Background: an optimization exercise with open tools, aiming at small area and a short achievable clock period. Do not read the settings as production practice. Only simulation tests tie the RTL to the original design; equivalence was not proved.

`design.v`:
```
package mac_pipe_real_pkg;
  localparam logic MODE_MUL = 1'b0;
  localparam logic MODE_ACC = 1'b1;
  function automatic logic signed [63:0] sat_max(input int width);
    sat_max = (64'sd1 <<< (width - 1)) - 64'sd1;
  endfunction
  function automatic logic signed [63:0] sat_min(input int width);
    sat_min = 64'sd0 - (64'sd1 <<< (width - 1));
  endfunction
  function automatic int align_shift(input int a_exp, input int b_exp, input int c_exp);
    align_shift = (a_exp + b_exp) - c_exp;
  endfunction
endpackage
module mac_lane (
  input  logic [15:0] a,
  input  logic [15:0] b,
  input  logic [23:0] acc,
  input  logic        add_acc,
  output logic [23:0] res,
  output logic        hit
);
  wire [23:0] acc_g = add_acc ? acc : 24'd0;
  wire k1;
  wire k2;
  wire k3;
  wire k4;
  wire k5;
  wire k6;
  wire k7;
  wire k8;
  wire k9;
  wire k10;
  wire k11;
  wire k12;
  wire k13;
  wire k14;
  wire s15;
  wire c16;
  wire s17;
  wire c18;
  wire s19;
  wire c20;
  wire s21;
  wire c22;
  wire s23;
  wire c24;
  wire s25;
  wire c26;
  wire s27;
  wire c28;
  wire s29;
  wire c30;
  wire s31;
  wire c32;
  wire s33;
  wire c34;
  wire s35;
  wire c36;
  wire s37;
  wire c38;
  wire s39;
  wire c40;
  wire s41;
  wire c42;
  wire s43;
  wire c44;
  wire s45;
  wire c46;
  wire s47;
  wire c48;
  wire s49;
  wire c50;
  wire s51;
  wire c52;
  wire s53;
  wire c54;
  wire s55;
  wire c56;
  wire s57;
  wire c58;
  wire s59;
  wire c60;
  wire s61;
  wire c62;
  wire s63;
  wire c64;
  wire s65;
  wire c66;
  wire s67;
  wire c68;
  wire s69;
  wire c70;
  wire s71;
  wire c72;
  wire s73;
  wire c74;
  wire s75;
  wire c76;
  wire s77;
  wire c78;
  wire s79;
  wire c80;
  wire s81;
  wire c82;
  wire s83;
  wire c84;
  wire s85;
  wire c86;
  wire s87;
  wire c88;
  wire s89;
  wire c90;
  wire s91;
  wire c92;
  wire s93;
  wire c94;
  wire s95;
  wire c96;
  wire s97;
  wire c98;
  wire s99;
  wire c100;
  wire s101;
  wire c102;
  wire s103;
  wire c104;
  wire s105;
  wire c106;
  wire s107;
  wire c108;
  wire s109;
  wire c110;
  wire s111;
  wire c112;
  wire s113;
  wire c114;
  wire s115;
  wire c116;
  wire s117;
  wire c118;
  wire s119;
  wire c120;
  wire s121;
  wire c122;
  wire s123;
  wire c124;
  wire s125;
  wire c126;
  wire s127;
  wire c128;
  wire s129;
  wire c130;
  wire s131;
  wire c132;
  wire s133;
  wire c134;
  wire s135;
  wire c136;
  wire s137;
  wire c138;
  wire s139;
  wire c140;
  wire s141;
  wire c142;
  wire s143;
  wire c144;
  wire s145;
  wire c146;
  wire s147;
  wire c148;
  wire s149;
  wire c150;
  wire s151;
  wire c152;
  wire s153;
  wire c154;
  wire s155;
  wire c156;
  wire s157;
  wire c158;
  wire s159;
  wire c160;
  wire s161;
  wire c162;
  wire s163;
  wire c164;
  wire s165;
  wire c166;
  wire s167;
  wire c168;
  wire s169;
  wire c170;
  wire s171;
  wire c172;
  wire s173;
  wire c174;
  wire s175;
  wire c176;
  wire s177;
  wire c178;
  wire s179;
  wire c180;
  wire s181;
  wire c182;
  wire s183;
  wire c184;
  wire s185;
  wire c186;
  wire s187;
  wire c188;
  wire s189;
  wire c190;
  wire s191;
  wire c192;
  wire s193;
  wire c194;
  wire s195;
  wire c196;
  wire s197;
  wire c198;
  wire s199;
  wire c200;
  wire s201;
  wire c202;
  wire s203;
  wire c204;
  wire s205;
  wire c206;
  wire s207;
  wire c208;
  wire s209;
  wire c210;
  wire s211;
  wire c212;
  wire s213;
  wire c214;
  wire s215;
  wire c216;
  wire s217;
  wire c218;
  wire s219;
  wire c220;
  wire s221;
  wire c222;
  wire s223;
  wire c224;
  wire s225;
  wire c226;
  wire s227;
  wire c228;
  wire s229;
  wire c230;
  wire s231;
  wire c232;
  wire s233;
  wire c234;
  wire s235;
  wire c236;
  wire s237;
  wire c238;
  wire s239;
  wire c240;
  wire s241;
  wire c242;
  wire s243;
  wire c244;
  wire s245;
  wire c246;
  wire one0 = b[0] ^ 1'b0;
  wire two0 = (b[1] & ~b[0] & ~1'b0) | (~b[1] & b[0] & 1'b0);
  wire neg0 = b[1];
  wire one1 = b[2] ^ b[1];
  wire two1 = (b[3] & ~b[2] & ~b[1]) | (~b[3] & b[2] & b[1]);
  wire neg1 = b[3];
  wire one2 = b[4] ^ b[3];
  wire two2 = (b[5] & ~b[4] & ~b[3]) | (~b[5] & b[4] & b[3]);
  wire neg2 = b[5];
  wire one3 = b[6] ^ b[5];
  wire two3 = (b[7] & ~b[6] & ~b[5]) | (~b[7] & b[6] & b[5]);
  wire neg3 = b[7];
  wire one4 = b[8] ^ b[7];
  wire two4 = (b[9] & ~b[8] & ~b[7]) | (~b[9] & b[8] & b[7]);
  wire neg4 = b[9];
  wire one5 = b[10] ^ b[9];
  wire two5 = (b[11] & ~b[10] & ~b[9]) | (~b[11] & b[10] & b[9]);
  wire neg5 = b[11];
  wire one6 = b[12] ^ b[11];
  wire two6 = (b[13] & ~b[12] & ~b[11]) | (~b[13] & b[12] & b[11]);
  wire neg6 = b[13];
  wire one7 = b[14] ^ b[13];
  wire two7 = (b[15] & ~b[14] & ~b[13]) | (~b[15] & b[14] & b[13]);
  wire neg7 = b[15];
  wire pp0_0 = ((one0 & a[0]) | (two0 & 1'b0)) ^ neg0;
  wire pp0_1 = ((one0 & a[1]) | (two0 & a[0])) ^ neg0;
  wire pp0_2 = ((one0 & a[2]) | (two0 & a[1])) ^ neg0;
  wire pp0_3 = ((one0 & a[3]) | (two0 & a[2])) ^ neg0;
  wire pp0_4 = ((one0 & a[4]) | (two0 & a[3])) ^ neg0;
  wire pp0_5 = ((one0 & a[5]) | (two0 & a[4])) ^ neg0;
  wire pp0_6 = ((one0 & a[6]) | (two0 & a[5])) ^ neg0;
  wire pp0_7 = ((one0 & a[7]) | (two0 & a[6])) ^ neg0;
  wire pp0_8 = ((one0 & a[8]) | (two0 & a[7])) ^ neg0;
  wire pp0_9 = ((one0 & a[9]) | (two0 & a[8])) ^ neg0;
  wire pp0_10 = ((one0 & a[10]) | (two0 & a[9])) ^ neg0;
  wire pp0_11 = ((one0 & a[11]) | (two0 & a[10])) ^ neg0;
  wire pp0_12 = ((one0 & a[12]) | (two0 & a[11])) ^ neg0;
  wire pp0_13 = ((one0 & a[13]) | (two0 & a[12])) ^ neg0;
  wire pp0_14 = ((one0 & a[14]) | (two0 & a[13])) ^ neg0;
  wire pp0_15 = ((one0 & a[15]) | (two0 & a[14])) ^ neg0;
  wire pp0_16 = ((one0 & a[15]) | (two0 & a[15])) ^ neg0;
  wire pp1_0 = ((one1 & a[0]) | (two1 & 1'b0)) ^ neg1;
  wire pp1_1 = ((one1 & a[1]) | (two1 & a[0])) ^ neg1;
  wire pp1_2 = ((one1 & a[2]) | (two1 & a[1])) ^ neg1;
  wire pp1_3 = ((one1 & a[3]) | (two1 & a[2])) ^ neg1;
  wire pp1_4 = ((one1 & a[4]) | (two1 & a[3])) ^ neg1;
  wire pp1_5 = ((one1 & a[5]) | (two1 & a[4])) ^ neg1;
  wire pp1_6 = ((one1 & a[6]) | (two1 & a[5])) ^ neg1;
  wire pp1_7 = ((one1 & a[7]) | (two1 & a[6])) ^ neg1;
  wire pp1_8 = ((one1 & a[8]) | (two1 & a[7])) ^ neg1;
  wire pp1_9 = ((one1 & a[9]) | (two1 & a[8])) ^ neg1;
  wire pp1_10 = ((one1 & a[10]) | (two1 & a[9])) ^ neg1;
  wire pp1_11 = ((one1 & a[11]) | (two1 & a[10])) ^ neg1;
  wire pp1_12 = ((one1 & a[12]) | (two1 & a[11])) ^ neg1;
  wire pp1_13 = ((one1 & a[13]) | (two1 & a[12])) ^ neg1;
  wire pp1_14 = ((one1 & a[14]) | (two1 & a[13])) ^ neg1;
  wire pp1_15 = ((one1 & a[15]) | (two1 & a[14])) ^ neg1;
  wire pp1_16 = ((one1 & a[15]) | (two1 & a[15])) ^ neg1;
  wire pp2_0 = ((one2 & a[0]) | (two2 & 1'b0)) ^ neg2;
  wire pp2_1 = ((one2 & a[1]) | (two2 & a[0])) ^ neg2;
  wire pp2_2 = ((one2 & a[2]) | (two2 & a[1])) ^ neg2;
  wire pp2_3 = ((one2 & a[3]) | (two2 & a[2])) ^ neg2;
  wire pp2_4 = ((one2 & a[4]) | (two2 & a[3])) ^ neg2;
  wire pp2_5 = ((one2 & a[5]) | (two2 & a[4])) ^ neg2;
  wire pp2_6 = ((one2 & a[6]) | (two2 & a[5])) ^ neg2;
  wire pp2_7 = ((one2 & a[7]) | (two2 & a[6])) ^ neg2;
  wire pp2_8 = ((one2 & a[8]) | (two2 & a[7])) ^ neg2;
  wire pp2_9 = ((one2 & a[9]) | (two2 & a[8])) ^ neg2;
  wire pp2_10 = ((one2 & a[10]) | (two2 & a[9])) ^ neg2;
  wire pp2_11 = ((one2 & a[11]) | (two2 & a[10])) ^ neg2;
  wire pp2_12 = ((one2 & a[12]) | (two2 & a[11])) ^ neg2;
  wire pp2_13 = ((one2 & a[13]) | (two2 & a[12])) ^ neg2;
  wire pp2_14 = ((one2 & a[14]) | (two2 & a[13])) ^ neg2;
  wire pp2_15 = ((one2 & a[15]) | (two2 & a[14])) ^ neg2;
  wire pp2_16 = ((one2 & a[15]) | (two2 & a[15])) ^ neg2;
  wire pp3_0 = ((one3 & a[0]) | (two3 & 1'b0)) ^ neg3;
  wire pp3_1 = ((one3 & a[1]) | (two3 & a[0])) ^ neg3;
  wire pp3_2 = ((one3 & a[2]) | (two3 & a[1])) ^ neg3;
  wire pp3_3 = ((one3 & a[3]) | (two3 & a[2])) ^ neg3;
  wire pp3_4 = ((one3 & a[4]) | (two3 & a[3])) ^ neg3;
  wire pp3_5 = ((one3 & a[5]) | (two3 & a[4])) ^ neg3;
  wire pp3_6 = ((one3 & a[6]) | (two3 & a[5])) ^ neg3;
  wire pp3_7 = ((one3 & a[7]) | (two3 & a[6])) ^ neg3;
  wire pp3_8 = ((one3 & a[8]) | (two3 & a[7])) ^ neg3;
  wire pp3_9 = ((one3 & a[9]) | (two3 & a[8])) ^ neg3;
  wire pp3_10 = ((one3 & a[10]) | (two3 & a[9])) ^ neg3;
  wire pp3_11 = ((one3 & a[11]) | (two3 & a[10])) ^ neg3;
  wire pp3_12 = ((one3 & a[12]) | (two3 & a[11])) ^ neg3;
  wire pp3_13 = ((one3 & a[13]) | (two3 & a[12])) ^ neg3;
  wire pp3_14 = ((one3 & a[14]) | (two3 & a[13])) ^ neg3;
  wire pp3_15 = ((one3 & a[15]) | (two3 & a[14])) ^ neg3;
  wire pp3_16 = ((one3 & a[15]) | (two3 & a[15])) ^ neg3;
  wire pp4_0 = ((one4 & a[0]) | (two4 & 1'b0)) ^ neg4;
  wire pp4_1 = ((one4 & a[1]) | (two4 & a[0])) ^ neg4;
  wire pp4_2 = ((one4 & a[2]) | (two4 & a[1])) ^ neg4;
  wire pp4_3 = ((one4 & a[3]) | (two4 & a[2])) ^ neg4;
  wire pp4_4 = ((one4 & a[4]) | (two4 & a[3])) ^ neg4;
  wire pp4_5 = ((one4 & a[5]) | (two4 & a[4])) ^ neg4;
  wire pp4_6 = ((one4 & a[6]) | (two4 & a[5])) ^ neg4;
  wire pp4_7 = ((one4 & a[7]) | (two4 & a[6])) ^ neg4;
  wire pp4_8 = ((one4 & a[8]) | (two4 & a[7])) ^ neg4;
  wire pp4_9 = ((one4 & a[9]) | (two4 & a[8])) ^ neg4;
  wire pp4_10 = ((one4 & a[10]) | (two4 & a[9])) ^ neg4;
  wire pp4_11 = ((one4 & a[11]) | (two4 & a[10])) ^ neg4;
  wire pp4_12 = ((one4 & a[12]) | (two4 & a[11])) ^ neg4;
  wire pp4_13 = ((one4 & a[13]) | (two4 & a[12])) ^ neg4;
  wire pp4_14 = ((one4 & a[14]) | (two4 & a[13])) ^ neg4;
  wire pp4_15 = ((one4 & a[15]) | (two4 & a[14])) ^ neg4;
  wire pp4_16 = ((one4 & a[15]) | (two4 & a[15])) ^ neg4;
  wire pp5_0 = ((one5 & a[0]) | (two5 & 1'b0)) ^ neg5;
  wire pp5_1 = ((one5 & a[1]) | (two5 & a[0])) ^ neg5;
  wire pp5_2 = ((one5 & a[2]) | (two5 & a[1])) ^ neg5;
  wire pp5_3 = ((one5 & a[3]) | (two5 & a[2])) ^ neg5;
  wire pp5_4 = ((one5 & a[4]) | (two5 & a[3])) ^ neg5;
  wire pp5_5 = ((one5 & a[5]) | (two5 & a[4])) ^ neg5;
  wire pp5_6 = ((one5 & a[6]) | (two5 & a[5])) ^ neg5;
  wire pp5_7 = ((one5 & a[7]) | (two5 & a[6])) ^ neg5;
  wire pp5_8 = ((one5 & a[8]) | (two5 & a[7])) ^ neg5;
  wire pp5_9 = ((one5 & a[9]) | (two5 & a[8])) ^ neg5;
  wire pp5_10 = ((one5 & a[10]) | (two5 & a[9])) ^ neg5;
  wire pp5_11 = ((one5 & a[11]) | (two5 & a[10])) ^ neg5;
  wire pp5_12 = ((one5 & a[12]) | (two5 & a[11])) ^ neg5;
  wire pp5_13 = ((one5 & a[13]) | (two5 & a[12])) ^ neg5;
  wire pp5_14 = ((one5 & a[14]) | (two5 & a[13])) ^ neg5;
  wire pp5_15 = ((one5 & a[15]) | (two5 & a[14])) ^ neg5;
  wire pp5_16 = ((one5 & a[15]) | (two5 & a[15])) ^ neg5;
  wire pp6_0 = ((one6 & a[0]) | (two6 & 1'b0)) ^ neg6;
  wire pp6_1 = ((one6 & a[1]) | (two6 & a[0])) ^ neg6;
  wire pp6_2 = ((one6 & a[2]) | (two6 & a[1])) ^ neg6;
  wire pp6_3 = ((one6 & a[3]) | (two6 & a[2])) ^ neg6;
  wire pp6_4 = ((one6 & a[4]) | (two6 & a[3])) ^ neg6;
  wire pp6_5 = ((one6 & a[5]) | (two6 & a[4])) ^ neg6;
  wire pp6_6 = ((one6 & a[6]) | (two6 & a[5])) ^ neg6;
  wire pp6_7 = ((one6 & a[7]) | (two6 & a[6])) ^ neg6;
  wire pp6_8 = ((one6 & a[8]) | (two6 & a[7])) ^ neg6;
  wire pp6_9 = ((one6 & a[9]) | (two6 & a[8])) ^ neg6;
  wire pp6_10 = ((one6 & a[10]) | (two6 & a[9])) ^ neg6;
  wire pp6_11 = ((one6 & a[11]) | (two6 & a[10])) ^ neg6;
  wire pp6_12 = ((one6 & a[12]) | (two6 & a[11])) ^ neg6;
  wire pp6_13 = ((one6 & a[13]) | (two6 & a[12])) ^ neg6;
  wire pp6_14 = ((one6 & a[14]) | (two6 & a[13])) ^ neg6;
  wire pp6_15 = ((one6 & a[15]) | (two6 & a[14])) ^ neg6;
  wire pp6_16 = ((one6 & a[15]) | (two6 & a[15])) ^ neg6;
  wire pp7_0 = ((one7 & a[0]) | (two7 & 1'b0)) ^ neg7;
  wire pp7_1 = ((one7 & a[1]) | (two7 & a[0])) ^ neg7;
  wire pp7_2 = ((one7 & a[2]) | (two7 & a[1])) ^ neg7;
  wire pp7_3 = ((one7 & a[3]) | (two7 & a[2])) ^ neg7;
  wire pp7_4 = ((one7 & a[4]) | (two7 & a[3])) ^ neg7;
  wire pp7_5 = ((one7 & a[5]) | (two7 & a[4])) ^ neg7;
  wire pp7_6 = ((one7 & a[6]) | (two7 & a[5])) ^ neg7;
  wire pp7_7 = ((one7 & a[7]) | (two7 & a[6])) ^ neg7;
  wire pp7_8 = ((one7 & a[8]) | (two7 & a[7])) ^ neg7;
  wire pp7_9 = ((one7 & a[9]) | (two7 & a[8])) ^ neg7;
  wire pp7_10 = ((one7 & a[10]) | (two7 & a[9])) ^ neg7;
  wire pp7_11 = ((one7 & a[11]) | (two7 & a[10])) ^ neg7;
  wire pp7_12 = ((one7 & a[12]) | (two7 & a[11])) ^ neg7;
  wire pp7_13 = ((one7 & a[13]) | (two7 & a[12])) ^ neg7;
  wire pp7_14 = ((one7 & a[14]) | (two7 & a[13])) ^ neg7;
  wire pp7_15 = ((one7 & a[15]) | (two7 & a[14])) ^ neg7;
  wire pp7_16 = ((one7 & a[15]) | (two7 & a[15])) ^ neg7;
  assign k1 = ~(acc_g[12]);
  assign k2 = acc_g[12];
  assign k3 = ~(acc_g[13]);
  assign k4 = acc_g[13];
  assign k5 = ~(acc_g[15]);
  assign k6 = acc_g[15];
  assign k7 = ~(acc_g[17]);
  assign k8 = acc_g[17];
  assign k9 = ~(acc_g[19]);
  assign k10 = acc_g[19];
  assign k11 = ~(acc_g[21]);
  assign k12 = acc_g[21];
  assign k13 = ~(pp7_15);
  assign k14 = pp7_15;
  assign s15 = neg1 ^ pp0_2;
  assign c16 = neg1 & pp0_2;
  assign s17 = pp0_3 ^ pp1_1;
  assign c18 = pp0_3 & pp1_1;
  assign s19 = acc_g[0] ^ neg2 ^ pp0_4;
  assign c20 = (acc_g[0] & neg2) | (acc_g[0] & pp0_4) | (neg2 & pp0_4);
  assign s21 = pp1_2 ^ pp2_0 ^ c18;
  assign c22 = (pp1_2 & pp2_0) | (pp1_2 & c18) | (pp2_0 & c18);
  assign s23 = acc_g[1] ^ pp0_5 ^ pp1_3;
  assign c24 = (acc_g[1] & pp0_5) | (acc_g[1] & pp1_3) | (pp0_5 & pp1_3);
  assign s25 = pp2_1 ^ c20 ^ s23;
  assign c26 = (pp2_1 & c20) | (pp2_1 & s23) | (c20 & s23);
  assign s27 = acc_g[2] ^ neg3 ^ pp0_6;
  assign c28 = (acc_g[2] & neg3) | (acc_g[2] & pp0_6) | (neg3 & pp0_6);
  assign s29 = pp1_4 ^ pp2_2 ^ pp3_0;
  assign c30 = (pp1_4 & pp2_2) | (pp1_4 & pp3_0) | (pp2_2 & pp3_0);
  assign s31 = c24 ^ s27 ^ s29;
  assign c32 = (c24 & s27) | (c24 & s29) | (s27 & s29);
  assign s33 = acc_g[3] ^ pp0_7 ^ pp1_5;
  assign c34 = (acc_g[3] & pp0_7) | (acc_g[3] & pp1_5) | (pp0_7 & pp1_5);
  assign s35 = pp2_3 ^ pp3_1 ^ c28;
  assign c36 = (pp2_3 & pp3_1) | (pp2_3 & c28) | (pp3_1 & c28);
  assign s37 = c30 ^ s33 ^ s35;
  assign c38 = (c30 & s33) | (c30 & s35) | (s33 & s35);
  assign s39 = acc_g[4] ^ neg4 ^ pp0_8;
  assign c40 = (acc_g[4] & neg4) | (acc_g[4] & pp0_8) | (neg4 & pp0_8);
  assign s41 = pp1_6 ^ pp2_4 ^ pp3_2;
  assign c42 = (pp1_6 & pp2_4) | (pp1_6 & pp3_2) | (pp2_4 & pp3_2);
  assign s43 = pp4_0 ^ c34 ^ s39;
  assign c44 = (pp4_0 & c34) | (pp4_0 & s39) | (c34 & s39);
  assign s45 = s41 ^ c36 ^ s43;
  assign c46 = (s41 & c36) | (s41 & s43) | (c36 & s43);
  assign s47 = acc_g[5] ^ pp0_9 ^ pp1_7;
  assign c48 = (acc_g[5] & pp0_9) | (acc_g[5] & pp1_7) | (pp0_9 & pp1_7);
  assign s49 = pp2_5 ^ pp3_3 ^ pp4_1;
  assign c50 = (pp2_5 & pp3_3) | (pp2_5 & pp4_1) | (pp3_3 & pp4_1);
  assign s51 = c40 ^ c42 ^ s47;
  assign c52 = (c40 & c42) | (c40 & s47) | (c42 & s47);
  assign s53 = s49 ^ c44 ^ s51;
  assign c54 = (s49 & c44) | (s49 & s51) | (c44 & s51);
  assign s55 = acc_g[6] ^ neg5 ^ pp0_10;
  assign c56 = (acc_g[6] & neg5) | (acc_g[6] & pp0_10) | (neg5 & pp0_10);
  assign s57 = pp1_8 ^ pp2_6 ^ pp3_4;
  assign c58 = (pp1_8 & pp2_6) | (pp1_8 & pp3_4) | (pp2_6 & pp3_4);
  assign s59 = pp4_2 ^ pp5_0 ^ c48;
  assign c60 = (pp4_2 & pp5_0) | (pp4_2 & c48) | (pp5_0 & c48);
  assign s61 = c50 ^ s55 ^ s57;
  assign c62 = (c50 & s55) | (c50 & s57) | (s55 & s57);
  assign s63 = s59 ^ c52 ^ s61;
  assign c64 = (s59 & c52) | (s59 & s61) | (c52 & s61);
  assign s65 = acc_g[7] ^ pp0_11 ^ pp1_9;
  assign c66 = (acc_g[7] & pp0_11) | (acc_g[7] & pp1_9) | (pp0_11 & pp1_9);
  assign s67 = pp2_7 ^ pp3_5 ^ pp4_3;
  assign c68 = (pp2_7 & pp3_5) | (pp2_7 & pp4_3) | (pp3_5 & pp4_3);
  assign s69 = pp5_1 ^ c56 ^ c58;
  assign c70 = (pp5_1 & c56) | (pp5_1 & c58) | (c56 & c58);
  assign s71 = s65 ^ s67 ^ c60;
  assign c72 = (s65 & s67) | (s65 & c60) | (s67 & c60);
  assign s73 = s69 ^ c62 ^ s71;
  assign c74 = (s69 & c62) | (s69 & s71) | (c62 & s71);
  assign s75 = acc_g[8] ^ neg6 ^ pp0_12;
  assign c76 = (acc_g[8] & neg6) | (acc_g[8] & pp0_12) | (neg6 & pp0_12);
  assign s77 = pp1_10 ^ pp2_8 ^ pp3_6;
  assign c78 = (pp1_10 & pp2_8) | (pp1_10 & pp3_6) | (pp2_8 & pp3_6);
  assign s79 = pp4_4 ^ pp5_2 ^ pp6_0;
  assign c80 = (pp4_4 & pp5_2) | (pp4_4 & pp6_0) | (pp5_2 & pp6_0);
  assign s81 = c66 ^ c68 ^ s75;
  assign c82 = (c66 & c68) | (c66 & s75) | (c68 & s75);
  assign s83 = s77 ^ s79 ^ c70;
  assign c84 = (s77 & s79) | (s77 & c70) | (s79 & c70);
  assign s85 = s81 ^ c72 ^ s83;
  assign c86 = (s81 & c72) | (s81 & s83) | (c72 & s83);
  assign s87 = acc_g[9] ^ pp0_13 ^ pp1_11;
  assign c88 = (acc_g[9] & pp0_13) | (acc_g[9] & pp1_11) | (pp0_13 & pp1_11);
  assign s89 = pp2_9 ^ pp3_7 ^ pp4_5;
  assign c90 = (pp2_9 & pp3_7) | (pp2_9 & pp4_5) | (pp3_7 & pp4_5);
  assign s91 = pp5_3 ^ pp6_1 ^ c76;
  assign c92 = (pp5_3 & pp6_1) | (pp5_3 & c76) | (pp6_1 & c76);
  assign s93 = c78 ^ c80 ^ s87;
  assign c94 = (c78 & c80) | (c78 & s87) | (c80 & s87);
  assign s95 = s89 ^ s91 ^ c82;
  assign c96 = (s89 & s91) | (s89 & c82) | (s91 & c82);
  assign s97 = s93 ^ c84 ^ s95;
  assign c98 = (s93 & c84) | (s93 & s95) | (c84 & s95);
  assign s99 = acc_g[10] ^ neg7 ^ pp0_14;
  assign c100 = (acc_g[10] & neg7) | (acc_g[10] & pp0_14) | (neg7 & pp0_14);
  assign s101 = pp1_12 ^ pp2_10 ^ pp3_8;
  assign c102 = (pp1_12 & pp2_10) | (pp1_12 & pp3_8) | (pp2_10 & pp3_8);
  assign s103 = pp4_6 ^ pp5_4 ^ pp6_2;
  assign c104 = (pp4_6 & pp5_4) | (pp4_6 & pp6_2) | (pp5_4 & pp6_2);
  assign s105 = pp7_0 ^ c88 ^ c90;
  assign c106 = (pp7_0 & c88) | (pp7_0 & c90) | (c88 & c90);
  assign s107 = s101 ^ s103 ^ s99;
  assign c108 = (s101 & s103) | (s101 & s99) | (s103 & s99);
  assign s109 = c92 ^ s105 ^ c94;
  assign c110 = (c92 & s105) | (c92 & c94) | (s105 & c94);
  assign s111 = s107 ^ c96 ^ s109;
  assign c112 = (s107 & c96) | (s107 & s109) | (c96 & s109);
  assign s113 = acc_g[11] ^ pp0_15 ^ pp1_13;
  assign c114 = (acc_g[11] & pp0_15) | (acc_g[11] & pp1_13) | (pp0_15 & pp1_13);
  assign s115 = pp2_11 ^ pp3_9 ^ pp4_7;
  assign c116 = (pp2_11 & pp3_9) | (pp2_11 & pp4_7) | (pp3_9 & pp4_7);
  assign s117 = pp5_5 ^ pp6_3 ^ pp7_1;
  assign c118 = (pp5_5 & pp6_3) | (pp5_5 & pp7_1) | (pp6_3 & pp7_1);
  assign s119 = c100 ^ c102 ^ c104;
  assign c120 = (c100 & c102) | (c100 & c104) | (c102 & c104);
  assign s121 = s113 ^ s115 ^ s117;
  assign c122 = (s113 & s115) | (s113 & s117) | (s115 & s117);
  assign s123 = c106 ^ s119 ^ c108;
  assign c124 = (c106 & s119) | (c106 & c108) | (s119 & c108);
  assign s125 = s121 ^ c110 ^ s123;
  assign c126 = (s121 & c110) | (s121 & s123) | (c110 & s123);
  assign s127 = k1 ^ pp1_14 ^ pp2_12;
  assign c128 = (k1 & pp1_14) | (k1 & pp2_12) | (pp1_14 & pp2_12);
  assign s129 = pp3_10 ^ pp4_8 ^ pp5_6;
  assign c130 = (pp3_10 & pp4_8) | (pp3_10 & pp5_6) | (pp4_8 & pp5_6);
  assign s131 = pp6_4 ^ pp7_2 ^ ~pp0_16;
  assign c132 = (pp6_4 & pp7_2) | (pp6_4 & ~pp0_16) | (pp7_2 & ~pp0_16);
  assign s133 = c114 ^ c116 ^ c118;
  assign c134 = (c114 & c116) | (c114 & c118) | (c116 & c118);
  assign s135 = s127 ^ s129 ^ s131;
  assign c136 = (s127 & s129) | (s127 & s131) | (s129 & s131);
  assign s137 = c120 ^ s133 ^ c122;
  assign c138 = (c120 & s133) | (c120 & c122) | (s133 & c122);
  assign s139 = s135 ^ c124 ^ s137;
  assign c140 = (s135 & c124) | (s135 & s137) | (c124 & s137);
  assign s141 = k2 ^ k3 ^ pp1_15;
  assign c142 = (k2 & k3) | (k2 & pp1_15) | (k3 & pp1_15);
  assign s143 = pp2_13 ^ pp3_11 ^ pp4_9;
  assign c144 = (pp2_13 & pp3_11) | (pp2_13 & pp4_9) | (pp3_11 & pp4_9);
  assign s145 = pp5_7 ^ pp6_5 ^ pp7_3;
  assign c146 = (pp5_7 & pp6_5) | (pp5_7 & pp7_3) | (pp6_5 & pp7_3);
  assign s147 = c128 ^ c130 ^ c132;
  assign c148 = (c128 & c130) | (c128 & c132) | (c130 & c132);
  assign s149 = s141 ^ s143 ^ s145;
  assign c150 = (s141 & s143) | (s141 & s145) | (s143 & s145);
  assign s151 = c134 ^ s147 ^ c136;
  assign c152 = (c134 & s147) | (c134 & c136) | (s147 & c136);
  assign s153 = s149 ^ c138 ^ s151;
  assign c154 = (s149 & c138) | (s149 & s151) | (c138 & s151);
  assign s155 = acc_g[14] ^ k4 ^ pp2_14;
  assign c156 = (acc_g[14] & k4) | (acc_g[14] & pp2_14) | (k4 & pp2_14);
  assign s157 = pp3_12 ^ pp4_10 ^ pp5_8;
  assign c158 = (pp3_12 & pp4_10) | (pp3_12 & pp5_8) | (pp4_10 & pp5_8);
  assign s159 = pp6_6 ^ pp7_4 ^ ~pp1_16;
  assign c160 = (pp6_6 & pp7_4) | (pp6_6 & ~pp1_16) | (pp7_4 & ~pp1_16);
  assign s161 = c142 ^ c144 ^ c146;
  assign c162 = (c142 & c144) | (c142 & c146) | (c144 & c146);
  assign s163 = s155 ^ s157 ^ s159;
  assign c164 = (s155 & s157) | (s155 & s159) | (s157 & s159);
  assign s165 = c148 ^ s161 ^ c150;
  assign c166 = (c148 & s161) | (c148 & c150) | (s161 & c150);
  assign s167 = s163 ^ c152 ^ s165;
  assign c168 = (s163 & c152) | (s163 & s165) | (c152 & s165);
  assign s169 = k5 ^ pp2_15 ^ pp3_13;
  assign c170 = (k5 & pp2_15) | (k5 & pp3_13) | (pp2_15 & pp3_13);
  assign s171 = pp4_11 ^ pp5_9 ^ pp6_7;
  assign c172 = (pp4_11 & pp5_9) | (pp4_11 & pp6_7) | (pp5_9 & pp6_7);
  assign s173 = pp7_5 ^ c156 ^ c158;
  assign c174 = (pp7_5 & c156) | (pp7_5 & c158) | (c156 & c158);
  assign s175 = c160 ^ s169 ^ s171;
  assign c176 = (c160 & s169) | (c160 & s171) | (s169 & s171);
  assign s177 = c162 ^ s173 ^ c164;
  assign c178 = (c162 & s173) | (c162 & c164) | (s173 & c164);
  assign s179 = s175 ^ c166 ^ s177;
  assign c180 = (s175 & c166) | (s175 & s177) | (c166 & s177);
  assign s181 = acc_g[16] ^ k6 ^ pp3_14;
  assign c182 = (acc_g[16] & k6) | (acc_g[16] & pp3_14) | (k6 & pp3_14);
  assign s183 = pp4_12 ^ pp5_10 ^ pp6_8;
  assign c184 = (pp4_12 & pp5_10) | (pp4_12 & pp6_8) | (pp5_10 & pp6_8);
  assign s185 = pp7_6 ^ ~pp2_16 ^ c170;
  assign c186 = (pp7_6 & ~pp2_16) | (pp7_6 & c170) | (~pp2_16 & c170);
  assign s187 = c172 ^ s181 ^ s183;
  assign c188 = (c172 & s181) | (c172 & s183) | (s181 & s183);
  assign s189 = c174 ^ s185 ^ c176;
  assign c190 = (c174 & s185) | (c174 & c176) | (s185 & c176);
  assign s191 = s187 ^ c178 ^ s189;
  assign c192 = (s187 & c178) | (s187 & s189) | (c178 & s189);
  assign s193 = k7 ^ pp3_15 ^ pp4_13;
  assign c194 = (k7 & pp3_15) | (k7 & pp4_13) | (pp3_15 & pp4_13);
  assign s195 = pp5_11 ^ pp6_9 ^ pp7_7;
  assign c196 = (pp5_11 & pp6_9) | (pp5_11 & pp7_7) | (pp6_9 & pp7_7);
  assign s197 = c182 ^ c184 ^ s193;
  assign c198 = (c182 & c184) | (c182 & s193) | (c184 & s193);
  assign s199 = s195 ^ c186 ^ c188;
  assign c200 = (s195 & c186) | (s195 & c188) | (c186 & c188);
  assign s201 = s197 ^ c190 ^ s199;
  assign c202 = (s197 & c190) | (s197 & s199) | (c190 & s199);
  assign s203 = acc_g[18] ^ k8 ^ pp4_14;
  assign c204 = (acc_g[18] & k8) | (acc_g[18] & pp4_14) | (k8 & pp4_14);
  assign s205 = pp5_12 ^ pp6_10 ^ pp7_8;
  assign c206 = (pp5_12 & pp6_10) | (pp5_12 & pp7_8) | (pp6_10 & pp7_8);
  assign s207 = ~pp3_16 ^ c194 ^ c196;
  assign c208 = (~pp3_16 & c194) | (~pp3_16 & c196) | (c194 & c196);
  assign s209 = s203 ^ s205 ^ s207;
  assign c210 = (s203 & s205) | (s203 & s207) | (s205 & s207);
  assign s211 = c198 ^ c200 ^ s209;
  assign c212 = (c198 & c200) | (c198 & s209) | (c200 & s209);
  assign s213 = k9 ^ pp4_15 ^ pp5_13;
  assign c214 = (k9 & pp4_15) | (k9 & pp5_13) | (pp4_15 & pp5_13);
  assign s215 = pp6_11 ^ pp7_9 ^ c204;
  assign c216 = (pp6_11 & pp7_9) | (pp6_11 & c204) | (pp7_9 & c204);
  assign s217 = c206 ^ s213 ^ c208;
  assign c218 = (c206 & s213) | (c206 & c208) | (s213 & c208);
  assign s219 = s215 ^ c210 ^ s217;
  assign c220 = (s215 & c210) | (s215 & s217) | (c210 & s217);
  assign s221 = acc_g[20] ^ k10 ^ pp5_14;
  assign c222 = (acc_g[20] & k10) | (acc_g[20] & pp5_14) | (k10 & pp5_14);
  assign s223 = pp6_12 ^ pp7_10 ^ ~pp4_16;
  assign c224 = (pp6_12 & pp7_10) | (pp6_12 & ~pp4_16) | (pp7_10 & ~pp4_16);
  assign s225 = c214 ^ s221 ^ s223;
  assign c226 = (c214 & s221) | (c214 & s223) | (s221 & s223);
  assign s227 = c216 ^ s225 ^ c218;
  assign c228 = (c216 & s225) | (c216 & c218) | (s225 & c218);
  assign s229 = k11 ^ pp5_15 ^ pp6_13;
  assign c230 = (k11 & pp5_15) | (k11 & pp6_13) | (pp5_15 & pp6_13);
  assign s231 = pp7_11 ^ c222 ^ c224;
  assign c232 = (pp7_11 & c222) | (pp7_11 & c224) | (c222 & c224);
  assign s233 = s229 ^ s231 ^ c226;
  assign c234 = (s229 & s231) | (s229 & c226) | (s231 & c226);
  assign s235 = acc_g[22] ^ k12 ^ pp6_14;
  assign c236 = (acc_g[22] & k12) | (acc_g[22] & pp6_14) | (k12 & pp6_14);
  assign s237 = pp7_12 ^ ~pp5_16 ^ c230;
  assign c238 = (pp7_12 & ~pp5_16) | (pp7_12 & c230) | (~pp5_16 & c230);
  assign s239 = s235 ^ c232 ^ s237;
  assign c240 = (s235 & c232) | (s235 & s237) | (c232 & s237);
  assign s241 = ~acc_g[23] ^ pp6_15 ^ pp7_13;
  assign c242 = (~acc_g[23] & pp6_15) | (~acc_g[23] & pp7_13) | (pp6_15 & pp7_13);
  assign s243 = c236 ^ s241 ^ c238;
  assign c244 = (c236 & s241) | (c236 & c238) | (s241 & c238);
  assign s245 = pp7_14 ^ ~pp6_16 ^ c242;
  assign c246 = (pp7_14 & ~pp6_16) | (pp7_14 & c242) | (~pp6_16 & c242);
  wire [31:0] row0 = {1'b1, k14, k13, s245, c240, c234, s233, c220, c212, c202, c192, c180, c168, c154, c140, c126, c112, c98, c86, c74, c64, c54, c46, c38, c32, c26, c22, s19, c16, pp1_0, pp0_1, neg0};
  wire [31:0] row1 = {1'b0, ~pp7_16, c246, c244, s243, s239, c228, s227, s219, s211, s201, s191, s179, s167, s153, s139, s125, s111, s97, s85, s73, s63, s53, s45, s37, s31, s25, s21, s17, s15, 1'b0, pp0_0};
  wire [31:0] t = row0 + row1;
  wire [27:0] s = t[31:4];
  assign hit = ~(&s[27:23]) & (|s[27:23]);
  assign res = hit ? {s[27], {23{~s[27]}}} : s[23:0];
endmodule
module mac_pipe_real
#(
  parameter int N_CH       = 4,
  parameter int PIPE_DEPTH = 2,
  parameter int a_width    = 16,
  parameter int a_exponent = -8,
  parameter int b_width    = 16,
  parameter int b_exponent = -8,
  parameter int c_width    = 24,
  parameter int c_exponent = -12
) (
  input  logic                      clk,
  input  logic                      rst,
  input  logic                      cke,
  input  logic                      mode,
  input  logic                      clr,
  input  logic                      in_valid,
  input  logic [N_CH*a_width-1:0]   a,
  input  logic [N_CH*b_width-1:0]   b,
  output logic                      out_valid,
  output logic [N_CH*c_width-1:0]   c,
  output logic [N_CH-1:0]           sat
);
  logic                    s1_vld;
  logic                    s1_clr;
  logic                    s1_mode;
  logic [N_CH*a_width-1:0] s1_a;
  logic [N_CH*b_width-1:0] s1_b;
  logic [N_CH*c_width-1:0] acc;
  always_ff @(posedge clk) begin
    if (rst) begin
      s1_vld <= 1'b0;
      s1_clr <= 1'b0;
    end else if (cke) begin
      s1_vld <= in_valid;
      s1_clr <= clr;
    end
  end
  always_ff @(posedge clk) begin
    if (cke) begin
      s1_mode <= mode;
      s1_a    <= a;
      s1_b    <= b;
    end
  end
  logic [c_width-1:0] lane_res [N_CH];
  logic               lane_hit [N_CH];
  logic               add_acc;
  logic               upd_acc;
  assign add_acc = s1_mode & ~s1_clr;
  assign upd_acc = s1_mode | s1_clr;
  for (genvar k = 0; k < N_CH; k++) begin : g_lane
    mac_lane u_lane (
      .a       (s1_a[k*a_width +: a_width]),
      .b       (s1_b[k*b_width +: b_width]),
      .acc     (acc[k*c_width +: c_width]),
      .add_acc (add_acc),
      .res     (lane_res[k]),
      .hit     (lane_hit[k])
    );
  end
  always_ff @(posedge clk) begin
    if (cke) begin
      for (int k = 0; k < N_CH; k++) c[k*c_width +: c_width] <= lane_res[k];
    end
  end
  always_ff @(posedge clk) begin
    if (rst) begin
      out_valid <= 1'b0;
      acc       <= '0;
      sat       <= '0;
    end else if (cke) begin
      out_valid <= s1_vld;
      for (int k = 0; k < N_CH; k++) begin
        if (s1_vld) begin
          if (upd_acc) acc[k*c_width +: c_width] <= lane_res[k];
          sat[k] <= (sat[k] & ~s1_clr) | lane_hit[k];
        end else if (s1_clr) begin
          acc[k*c_width +: c_width] <= '0;
          sat[k]                    <= 1'b0;
        end
      end
    end
  end
endmodule
```
`config.mk`:
```
export PLATFORM = sky130hd
export DESIGN_NAME = mac_pipe_real
export DESIGN_NICKNAME = mac_pipe_real
export VERILOG_FILES = /design/flow/design.v
export SDC_FILE = /design/flow/constraint.sdc
export NUM_CORES = 4
export LEC_CHECK = 0
export CAP_MARGIN = 20
export CORE_MARGIN = 2
export CORE_UTILIZATION = 40
export SLEW_MARGIN = 20
```
`constraint.sdc`:
```
create_clock -name core_clock -period 10.0 [get_ports {clk}]
set_input_delay 2.0000 -clock core_clock [delete_from_list [all_inputs] [get_ports {clk}]]
set_output_delay 2.0000 -clock core_clock [all_outputs]
set_load 0.01 [all_outputs]
```
`run.sh`:
```
#!/bin/bash
# synth_recipe.tcl (not shown) runs the flow's synth.tcl, then flattens the netlist and writes it again
# the make line also repeats each setting of config.mk as NAME=value (left out here)
make -C /OpenROAD-flow-scripts/flow DESIGN_CONFIG=/design/flow/config.mk WORK_HOME=/design/flow/orfs CLKGATE_MAP_FILE= SYNTH_SCRIPT=/design/flow/synth_recipe.tcl finish
```
==> results of run 1 <==
## tightest hold or removal path, delay by kind of cell (launching register included)
kind / cells / cell delay, ns
AND/OR/NAND/NOR: 2 / 0.09
flip-flops: 1 / 0.31
## layer usage
metal | vias up | GRT usage, % | share of wire, %
li1 | 19700 | - | -
met1 | 20100 | 34.3 | 44
met2 | 1586 | 37.4 | 45
met3 | 208 | 4.01 | 7.7
met4 | 4 | 7.51 | 3.2
met5 | - | 0 | 0.012
## worst paths after layout
check,from,end,slack [ns],depth (start not counted)
setup reg to reg,s1_b[40],acc[53],1.73,23
setup / recovery,s1_b[40],acc[53],1.73,23
hold / removal,sat[0],sat[0],0.45,2
hold reg to reg,sat[0],sat[0],0.45,2
## synth_stat cells, types with 47 or more instances
cell	number
xnor2_1	79
a22oi_1	190
fa_1	456
xor2_1	84
nand2_1	797
dfxtp_1	103
mux2i_1	53
nor2b_1	92
a221oi_1	139
o21ai_0	410
ha_1	124
clkbuf_1	524
o22ai_1	167
and2_1	91
nand3_1	47
maj3_1	118
nor2_1	380
buf_1	69
a21oi_1	537
edfxtp_1	225
inv_1	492
## sequential cells by signal, summed over array words and instances, names as in the netlist
register and cells:
acc 96, c 96, s1_a 64, s1_b 64, sat 4, out_valid 1, s1_clr 1, s1_mode 1
s1_vld 1
## cells in the final DEF (no fill, tap or decap), drive strengths merged, types with 48 or more instances in the layout
cell type | netlist | layout
ha | 124 | 124
xnor2 | 80 | 80
and2 | 93 | 93
o22ai | 167 | 167
dfxtp | 103 | 103
maj3 | 118 | 118
o221ai | 48 | 48
a21oi | 539 | 539
fa | 456 | 456
a221oi | 139 | 139
edfxtp | 225 | 225
xor2 | 87 | 87
mux2i | 53 | 53
inv | 492 | 497
nor2b | 92 | 92
a22oi | 190 | 190
nand2 | 798 | 798
clkbuf | 524 | 50
nor2 | 381 | 381
o21ai | 420 | 420
buf | 94 | 141
clkdlybuf4s50 | 0 | 233
## kinds of logic (layout without fill, tap and decap cells)
family / Yosys count / after routing / synth area share, %
buffers and inverters: 1113 / 949 / 9.23
multiplexers: 61 / 61 / 1.35
AO/OA/AOI/OAI: 1855 / 1855 / 26.3
XOR/XNOR: 167 / 167 / 3.24
adder cells (fa/ha/maj): 698 / 698 / 25.8
AND/OR/NAND/NOR: 1567 / 1567 / 14.9
flip-flops: 328 / 328 / 19.2
## layout make-up
type	instances	share of cell area, %
flip-flops and latches	328	17.4
multi-input cells	4348	65.3
clock buffers	50	2.24
repair buffers	374	6.79
well taps	1512	3.74
clock inverters	30	0.822
inverters	495	3.68
==> results.json, run 1 <==
{
  "routed_wl_mm": 145,
  "drive_gt1_share_pct": 5.51,
  "min_period_ns": 8.27,
  "netlist_instances": 5789,
  "whs_ns": 0.447,
  "holdBufCountCts": 0,
  "cts_buffers": 43,
  "htreeDepth": 2,
  "fin_area_sq_um": 50500,
  "wl_per_cell_um": 20.3,
  "post-route-period-util_pct": 82.7,
  "path_clk_slew_ns": 0.07,
  "area.sequential_sq_um": 8820,
  "status": "finished clean",
  "synth_nets": 6503,
  "die_h_um": 343,
  "nets": 6304,
  "syn_area_per_cell_sq_um": 7.95,
  "hold_viol_final": 0,
  "detail-route-antenna-nets": 0,
  "core_area_sq_um": 114000,
  "drt_iter0_drc": 4118,
  "ys_ff_latch": 328,
  "yosys_warnings": 3,
  "antenna_found_initial": 6,
  "port_buffers": 234,
  "rsz0062_at_grt": "false",
  "hpwlAfterDp_mm": 105,
  "vias": 41600,
  "async_flop_share_pct": 0,
  "hp-class": "flop to flop",
  "grt_max_degree": 119,
  "worstPathArrival_ns": 8.76,
  "grt_pass1_vias": 38700,
  "ios": 235,
  "max-slew-margin-rel_pct": 21.0,
  "final_cells": 7137,
  "critPathTopFamily": "compound AO/OA/AOI/OAI gates",
  "cts_resized": 0,
  "clk_path_buf_depth": 3,
  "multiInputGateArea_sq_um": 33000,
  "remaining_drc_errors": 0,
  "yosysSeqAreaShare_pct": 19.2,
  "tritoncts": "done",
  "netlist_area_sq_um": 46000,
  "synth_edf_count": 225,
  "fmax_ghz": 0.121,
  "endpoint_kind": "flop",
  "firstDrtPassIters": 7,
  "critPathBufInv": 5,
  "viasPerCell": 5.83,
  "setup_violations": 0,
  "netlist_top_cells_area": "fa_1 20%, edfxtp_1 15%, nand2_1 6.5%",
  "final_util_pct": 44.3,
  "area_growth_pct": 9.80,
  "die_x_um": 343,
  "setup_slack_ns": 1.73,
  "yosys.area.top_type": "fa_1",
  "rows": 124,
  "yosysTopAreaCellShare_pct": 19.8,
  "worstPathCellList": "inv_1 -> nor2_1 -> buf_4 -> a22oi_1 -> o221ai_1 -> fa_1 -> inv_1 -> fa_1 -> inv_1 -> fa_1 -> inv_1 -> fa_1 -> ha_1 -> a21oi_1 -> o21ai_0 -> nor4_1 -> nand3_1 -> a41oi_2 -> o21bai_1 -> or2_0 -> a31oi_2 -> nand2b_4 -> o221ai_1",
  "cp.required_ns": 10.49,
  "clock_latency_ns": 0.65,
  "path_class": "flop to flop",
  "cts_post_setup_buffers_inserted": 0,
  "cts.sinks": 328,
  "dieArea_sq_um": 118000,
  "gr-usage-all-layers_pct": 24.1,
  "fillers": 11400,
  "cp_max_fo": 31,
  "pre_cts_ws_ns": 1.85,
  "diodes": 0,
  "fin_worst_skew_ns": 0.0325,
  "synth_cell_types": 101,
  "critPathMaxStageDelay_ns": 1.09,
  "start_util_pct": 40.3,
  "cts-root-buf": "clkbuf_16",
  "cp-start-kind": "flop",
  "tightestPinTransition_ns": 1.18,
  "grt_overflow": 0,
  "slew_viol_final": 0,
  "setup_tns_ns": 0,
  "cap_violations": 0,
  "synth_flop_cell": "edfxtp_1",
  "grt_pass1_wl_mm": 227,
  "place_inst": 7056,
  "post_dp_cell_area_sq_um": 49000,
  "gp_congestion": 0.916,
  "crit_slowest_cell": "edfxtp_1"
}
==> run 2, diff against run 1 <==
--- a/config.mk
+++ b/config.mk
@@ -5,7 +5,9 @@
 export SDC_FILE = /design/flow/constraint.sdc
 export NUM_CORES = 4
 export LEC_CHECK = 0
+export ABC_AREA = 1
 export CAP_MARGIN = 20
 export CORE_MARGIN = 2
 export CORE_UTILIZATION = 40
+export SETUP_SLACK_MARGIN = 5
 export SLEW_MARGIN = 20
==> run 2 against run 1 <==
Critical path depth rose by 1. Routed wire length fell by 0.11%. Flip-flop and latch count did not move. First-iteration DRC count is 8.2% lower. Worst hold slack improved by 0.013 ns. Clock-buffer cell count is 7 higher. Core utilization rose by 13 points. Die area fell by 14%. Global-route usage grew 3.9 points.
==> results.json, run 2 <==
{
  "synth_cell_types": 50,
  "grt_max_degree": 58,
  "hp-class": "flop to flop",
  "yosys.area.top_type": "fa_1",
  "vias": 37000,
  "ios": 235,
  "status": "finished clean",
  "syn_area_per_cell_sq_um": 8.30,
  "tritoncts": "done",
  "critPathBufInv": 3,
  "dieArea_sq_um": 101000,
  "critPathMaxStageDelay_ns": 0.58,
  "netlist_instances": 4731,
  "grt_pass1_wl_mm": 219,
  "diodes": 0,
  "die_x_um": 317,
  "yosysSeqAreaShare_pct": 22.5,
  "setup_slack_ns": 4.47,
  "min_period_ns": 5.53,
  "gr-usage-all-layers_pct": 28.0,
  "tightestPinTransition_ns": 0.845,
  "synth_flop_cell": "edfxtp_1",
  "synth_most_common_cell": "nand2_1",
  "multiInputGateArea_sq_um": 33200,
  "routed_wl_mm": 145,
  "reg_top3": "acc: 96 flops, c: 96 flops",
  "fin_worst_skew_ns": 0.0400,
  "hpwlAfterDp_mm": 94.1,
  "pre_cts_ws_ns": 3.36,
  "cts-root-buf": "clkbuf_16",
  "detail-route-antenna-nets": 0,
  "setup_tns_ns": 0,
  "rsz0062_at_grt": "true",
  "port_buffers": 234,
  "cts_buffers": 44,
  "synth_commonest_cells": "869 x nand2_1, 709 x inv_1, 555 x xor2_1",
  "ys_ff_latch": 328,
  "cts.sinks": 328,
  "yosysTopAreaCellShare_pct": 23.2,
  "area.sequential_sq_um": 8820,
  "viasPerCell": 5.56,
  "rows": 114,
  "synth_edf_count": 225,
  "cp_max_fo": 9,
  "antenna_found_initial": 3,
  "slew_viol_final": 0,
  "netlist_area_sq_um": 39300,
  "wl_per_cell_um": 21.7,
  "max-slew-margin-rel_pct": 43.7,
  "remaining_drc_errors": 0,
  "endpoint_kind": "flop",
  "critPathTopFamily": "adder cells",
  "area_growth_pct": 42.2,
  "gp_congestion": 0.934,
  "htreeDepth": 2,
  "fmax_ghz": 0.181,
  "grt_pass1_vias": 36900,
  "drt_iter0_drc": 3782,
  "nets": 6066,
  "core_area_sq_um": 97000,
  "crit_slowest_cell": "fa_2",
  "die_h_um": 317,
  "layout_common_cells": "569 x inv_1, 532 x nand2_1, 524 x xor2_1",
  "async_flop_share_pct": 0,
  "path_class": "flop to flop",
  "clock_latency_ns": 0.63,
  "final_common_cell": "inv_1",
  "cap_violations": 0,
  "path_clk_slew_ns": 0.06,
  "clk_path_buf_depth": 3,
  "cp-start-kind": "flop",
  "netlist_top_cells_area": "fa_1 23%, edfxtp_1 17%, xor2_1 12%",
  "crit_start": "s1_b[9]",
  "cp.required_ns": 10.46,
  "worstReg2RegStart": "s1_b[9]",
  "worstPathArrival_ns": 6.00,
  "firstDrtPassIters": 6,
  "drive_gt1_share_pct": 33.5,
  "start_util_pct": 40.5,
  "post-route-period-util_pct": 55.3,
  "grt_overflow": 0,
  "setup_violations": 0,
  "fillers": 8290,
  "yosys_warnings": 3,
  "synth_nets": 5445,
  "worstPathCellList": "buf_12 -> nor2_4 -> o21ai_4 -> buf_12 -> o22ai_1 -> xor2_1 -> fa_1 -> fa_2 -> fa_2 -> fa_1 -> ha_4 -> a21oi_2 -> o21a_1 -> a21oi_4 -> nor2_2 -> nand3_1 -> nand2_2 -> and2_4 -> nand3_4 -> buf_6 -> nand3_4 -> nand2_2 -> nand2_1 -> a21oi_1",
  "hold_viol_final": 0,
  "hp-start": "acc[36]"
}
## run 2: cells by family after synthesis
group | after synthesis | share of synthesized area [%]
DFF | 328 | 22.5
buffers and inverters | 984 | 9.65
and+or+nand+nor | 1287 | 13.2
AOI/OAI and AO/OA | 958 | 14.3
adders and majority gates | 580 | 27.2
xor gates and xnor gates | 594 | 13.2
## run 2: worst reg2reg max path: cells and delay by family, from the launching register on
| family | cells | cell delay [ns] |
|---|---|---|
| adders and majority gates | 5 | 2.24 |
| and+or+nand+nor | 9 | 1.15 |
| AOI/OAI and AO/OA | 6 | 0.85 |
| buffers and inverters | 3 | 0.47 |
| DFF | 1 | 0.41 |
| xor gates and xnor gates | 1 | 0.27 |
## run 2: area by class of cell
cell class              instances  area share, %
inverters                     737           5.87
multi-input cells            3464           59.4
well taps                    1276           2.86
flip-flops and latches        328           15.8
repair buffers                777           13.5
clock buffers                  57           2.15
clock inverters                24          0.459
## run 2: path summary, 6_finish.rpt
path,end,slack (ns),cells past startpoint
min reg2reg,acc[36],0.46,2
min,acc[36],0.46,2
max reg2reg,acc[14],4.47,24
max,acc[14],4.47,24
## run 2: repair_timing
item / in CTS / in global routing
cloned: 49 / 3
gates resized for setup: 1014 / 417
pin swaps: 450 / 305
hold buffers: 0 / 0
endpoints found under the setup margin: 196 / 195
buffers inserted: 409 / 112
## run 2: per-stage QoR
stage	cells	util, %	instance area (sq um)	hold WS (ns)
3_5_place_dp	6009	44.9	43500	0.456
5_1_grt	6663	57.6	55900	0.474
2_1_floorplan	4731	-	41300	0.445
4_1_cts	6548	54.7	53000	0.462
3_3_place_gp	6009	44.9	43500	0.452
6_report	6663	57.6	55900	0.460
## run 2: per-layer routing
layer	global-route usage, %	share of wire, %	vias up
li1	-	-	16700
met1	38.6	42	17900
met2	43.6	45	2003
met3	5.70	9.2	413
met4	10.2	4.3	4
met5	0	0.018	-
==> run 3, diff against run 2 <==
--- a/config.mk
+++ b/config.mk
@@ -9,5 +9,4 @@
 export CAP_MARGIN = 20
 export CORE_MARGIN = 2
 export CORE_UTILIZATION = 40
-export SETUP_SLACK_MARGIN = 5
 export SLEW_MARGIN = 20
==> run 3 against run 2 <==
Largest cell class unchanged. Critical path depth decreased by 1. Register-to-register slack got worse by 2.1 ns. Clock-buffer cell count decreased by 1. Sequential share of layout area increased by 4.3 points. Global-route usage decreased by 3.9 points. Cell area decreased by 21%. Flip-flop and latch count unchanged. Clock skew decreased by 0.0023 ns. Via count decreased by 11%. First-iteration DRC count decreased by 16%.
==> results.json, run 3 <==
{
  "htreeDepth": 2,
  "die_h_um": 317,
  "min_period_ns": 7.62,
  "netlist_top_cells_area": "fa_1 23%, edfxtp_1 17%, xor2_1 12%",
  "status": "finished clean",
  "grt_pass1_vias": 32600,
  "grt_overflow": 0,
  "synth_xor_area_share_pct": 13.2,
  "worstReg2RegStart": "s1_b[61]",
  "cp_max_fo": 24,
  "hpwlAfterDp_mm": 92.0,
  "drt_iter0_drc": 3162,
  "endpoint": "acc[85]",
  "holdBufCountCts": 0,
  "holdPathStages": 2,
  "yosys.area.top_type": "fa_1",
  "nets": 5512,
  "whs_ns": 0.463,
  "path_clk_slew_ns": 0.06,
  "synth_edf_count": 225,
  "port_buffers": 234,
  "hp-class": "flop to flop",
  "setup_tns_ns": 0,
  "ios": 235,
  "synth_nets": 5445,
  "synthMuxAreaShare_pct": 0,
  "wl_per_cell_um": 20.0,
  "worstPathArrival_ns": 8.09,
  "final_common_cell": "nand2_1",
  "rows": 114,
  "crit_start": "s1_b[61]",
  "pre_cts_ws_ns": 2.36,
  "yosys_warnings": 3,
  "diodes": 0,
  "netlist_area_sq_um": 39300,
  "crit_slowest_cell": "clkinv_1",
  "gp_congestion": 0.909,
  "drive_gt1_share_pct": 4.04,
  "worstPathCellList": "clkinv_1 -> o21ai_1 -> buf_4 -> o22ai_1 -> xor2_1 -> fa_1 -> inv_1 -> fa_1 -> fa_1 -> fa_1 -> ha_1 -> nand2_1 -> o21ai_0 -> a21oi_1 -> o21a_1 -> nand2_1 -> nand2_1 -> nand2_1 -> nand4_1 -> nand2_1 -> nand2_1 -> nand2_1 -> a21oi_1",
  "area_growth_pct": 11.9,
  "core_area_sq_um": 97000,
  "critPathMaxStageDelay_ns": 0.78,
  "tritoncts": "done",
  "yosysSeqAreaShare_pct": 22.5,
  "routed_wl_mm": 122,
  "remaining_drc_errors": 0,
  "synth_most_common_cell": "nand2_1",
  "synth_compound_area_share_pct": 14.3,
  "cp.depth": 23,
  "synth_fa_ha_area_share_pct": 27.2,
  "netlist_instances": 4731,
  "synth_flop_cell": "edfxtp_1",
  "hold_viol_final": 0,
  "post-route-period-util_pct": 76.2,
  "synth_cell_types": 50,
  "async_flop_share_pct": 0,
  "critPathTopFamily": "adder cells",
  "cp.required_ns": 10.47,
  "yosysTopAreaCellShare_pct": 23.2,
  "layout_common_cells": "868 x nand2_1, 708 x inv_1, 555 x xor2_1",
  "reg_top3": "acc: 96 flops, c: 96 flops",
  "cp-start-kind": "flop",
  "cts_resized": 0,
  "synthSimpleGateAreaFrac_pct": 13.2,
  "setup_violations": 0,
  "cpMostUsedCell": "nand2_1",
  "cap_violations": 0,
  "critPathBufInv": 3,
  "rr_worst_depth": 23,
  "grt_max_degree": 71,
  "setup_slack_ns": 2.38,
  "ys_ff_latch": 328,
  "firstDrtPassIters": 6,
  "clk_path_buf_depth": 3,
  "fillers": 9659,
  "grt_pass1_wl_mm": 190,
  "syn_area_per_cell_sq_um": 8.30,
  "cts.sinks": 328,
  "clock_latency_ns": 0.63,
  "synth_commonest_cells": "869 x nand2_1, 709 x inv_1, 555 x xor2_1",
  "path_class": "flop to flop",
  "gr-usage-all-layers_pct": 24.1,
  "fmax_ghz": 0.131,
  "cts-root-buf": "clkbuf_16",
  "dieArea_sq_um": 101000,
  "antenna_found_initial": 0,
  "r2r_setup_slack_ns": 2.38,
  "r2r-end": "acc[85]",
  "start_util_pct": 40.5,
  "final_util_pct": 45.3,
  "detail-route-antenna-nets": 0,
  "synth_top_family_by_area": "adder cells",
  "fin_worst_skew_ns": 0.0377,
  "vias": 33100,
  "rsz0062_at_grt": "false",
  "cts_post_setup_buffers_inserted": 0,
  "endpoint_kind": "flop",
  "slew_viol_final": 0,
  "max-slew-margin-rel_pct": 23.8,
  "tightestPinTransition_ns": 1.14,
  "viasPerCell": 5.42,
  "die_x_um": 317,
  "cts_buffers": 42
}
## run 3: cell count changes in the layout (fill, tap and decap cells not counted), sizes merged
| cell | previous run | this run |
|---|---|---|
| inv | 675 | 727 |
| o21ai | 138 | 131 |
| clkbuf | 59 | 56 |
| bufinv | 4 | 5 |
| nand3 | 79 | 74 |
| buf | 542 | 38 |
| bufbuf | 1 | 0 |
| clkinvlp | 58 | 2 |
| nand2 | 944 | 911 |
| clkinv | 24 | 23 |
## run 3: worst min-delay path by stage
stage / start / endpoint / slack, ns
final: acc[46] / acc[46] / 0.46
after detailed placement: acc[52] / acc[52] / 0.46
after floorplan: acc[15] / acc[15] / 0.45
after global routing: acc[49] / acc[49] / 0.48
after global placement: out_valid / out_valid / 0.45
after CTS: acc[49] / acc[49] / 0.47
## run 3: final cells by class
| cell class | count | area [sq um] | area share (%) |
|---|---|---|---|
| multi-input combinational | 3419 | 26700 | 60.8 |
| sequential | 328 | 8820 | 20.1 |
| inverter | 737 | 2770 | 6.31 |
| timing repair buffer | 270 | 2620 | 5.95 |
| tap | 1276 | 1600 | 3.63 |
| clock buffer | 56 | 1160 | 2.65 |
| clock inverter | 20 | 258 | 0.587 |
## run 3: cells by family (layout without fill, tap and decap cells)
| logic type | Yosys count | in the layout |
|---|---|---|
| AO/OA/AOI/OAI | 958 | 958 |
| adder cells (fa/ha/maj) | 580 | 580 |
| XOR/XNOR | 594 | 594 |
| flip-flops | 328 | 328 |
| buffers and inverters | 984 | 1083 |
| AND/OR/NAND/NOR | 1287 | 1287 |
## run 3: per-layer routing
metal | track usage [%] | wire length [um] | vias up
li1 | - | - | 15500
met1 | 35.2 | 56500 | 16100
met2 | 36.8 | 53300 | 1336
met3 | 4.20 | 9290 | 175
met4 | 6.31 | 2960 | 0
met5 | 0 | 0 | -
## run 3: worst register-to-register path: stages, from the launching register on
cell	delay [ns]
edfxtp_1	0.67
clkinv_1	0.79
o21ai_1	0.70
buf_4	0.30
o22ai_1	0.10
xor2_1	0.19
fa_1	0.52
inv_1	0.05
fa_1	0.45
fa_1	0.52
fa_1	0.49
ha_1	0.37
nand2_1	0.11
o21ai_0	0.39
a21oi_1	0.16
o21a_1	0.21
nand2_1	0.06
nand2_1	0.04
nand2_1	0.07
nand4_1	0.09
nand2_1	0.73
nand2_1	0.28
nand2_1	0.11
a21oi_1	0.06
## run 3: metrics by stage
step / area, sq um / std cells
after detailed placement: 42500 / 6030
after global routing: 43900 / 6106
after global placement: 42500 / 6030
after CTS: 43900 / 6106
after floorplan: 39300 / 4731
final: 43900 / 6106

static timing again, ports no longer ideal:
In the flow no input, the clock included, has a driving cell. The finished layouts below were timed again as built, in two steps. Step 1 assumes that a clkbuf_16 drives the clock port and a buf_2 every other input. Step 2 adds t to the input delays and takes it off the output delays; t is the mean of the earliest and latest rising clock arrival at the registers after step 1. Input paths then give back, and output paths get back, about the clock's delay inside the block. Slacks: no drivers / after step 1 / after step 2; pairs: no drivers / after step 1.
| run | t (ns) | setup slack, ns | clock arrival spread, ns | worst data-port slew with drivers (ns) |
|---|---|---|---|---|
| run 1 | 0.708 | 1.732 / 1.732 / 1.732 | 0.035 / 0.035 | 0.10 |
| run 2 | 0.679 | 4.465 / 4.465 / 4.465 | 0.042 / 0.043 | 0.12 |
| run 3 | 0.684 | 2.382 / 2.382 / 2.382 | 0.041 / 0.041 | 0.06 |
After both steps setup and hold are still met in every run listed.
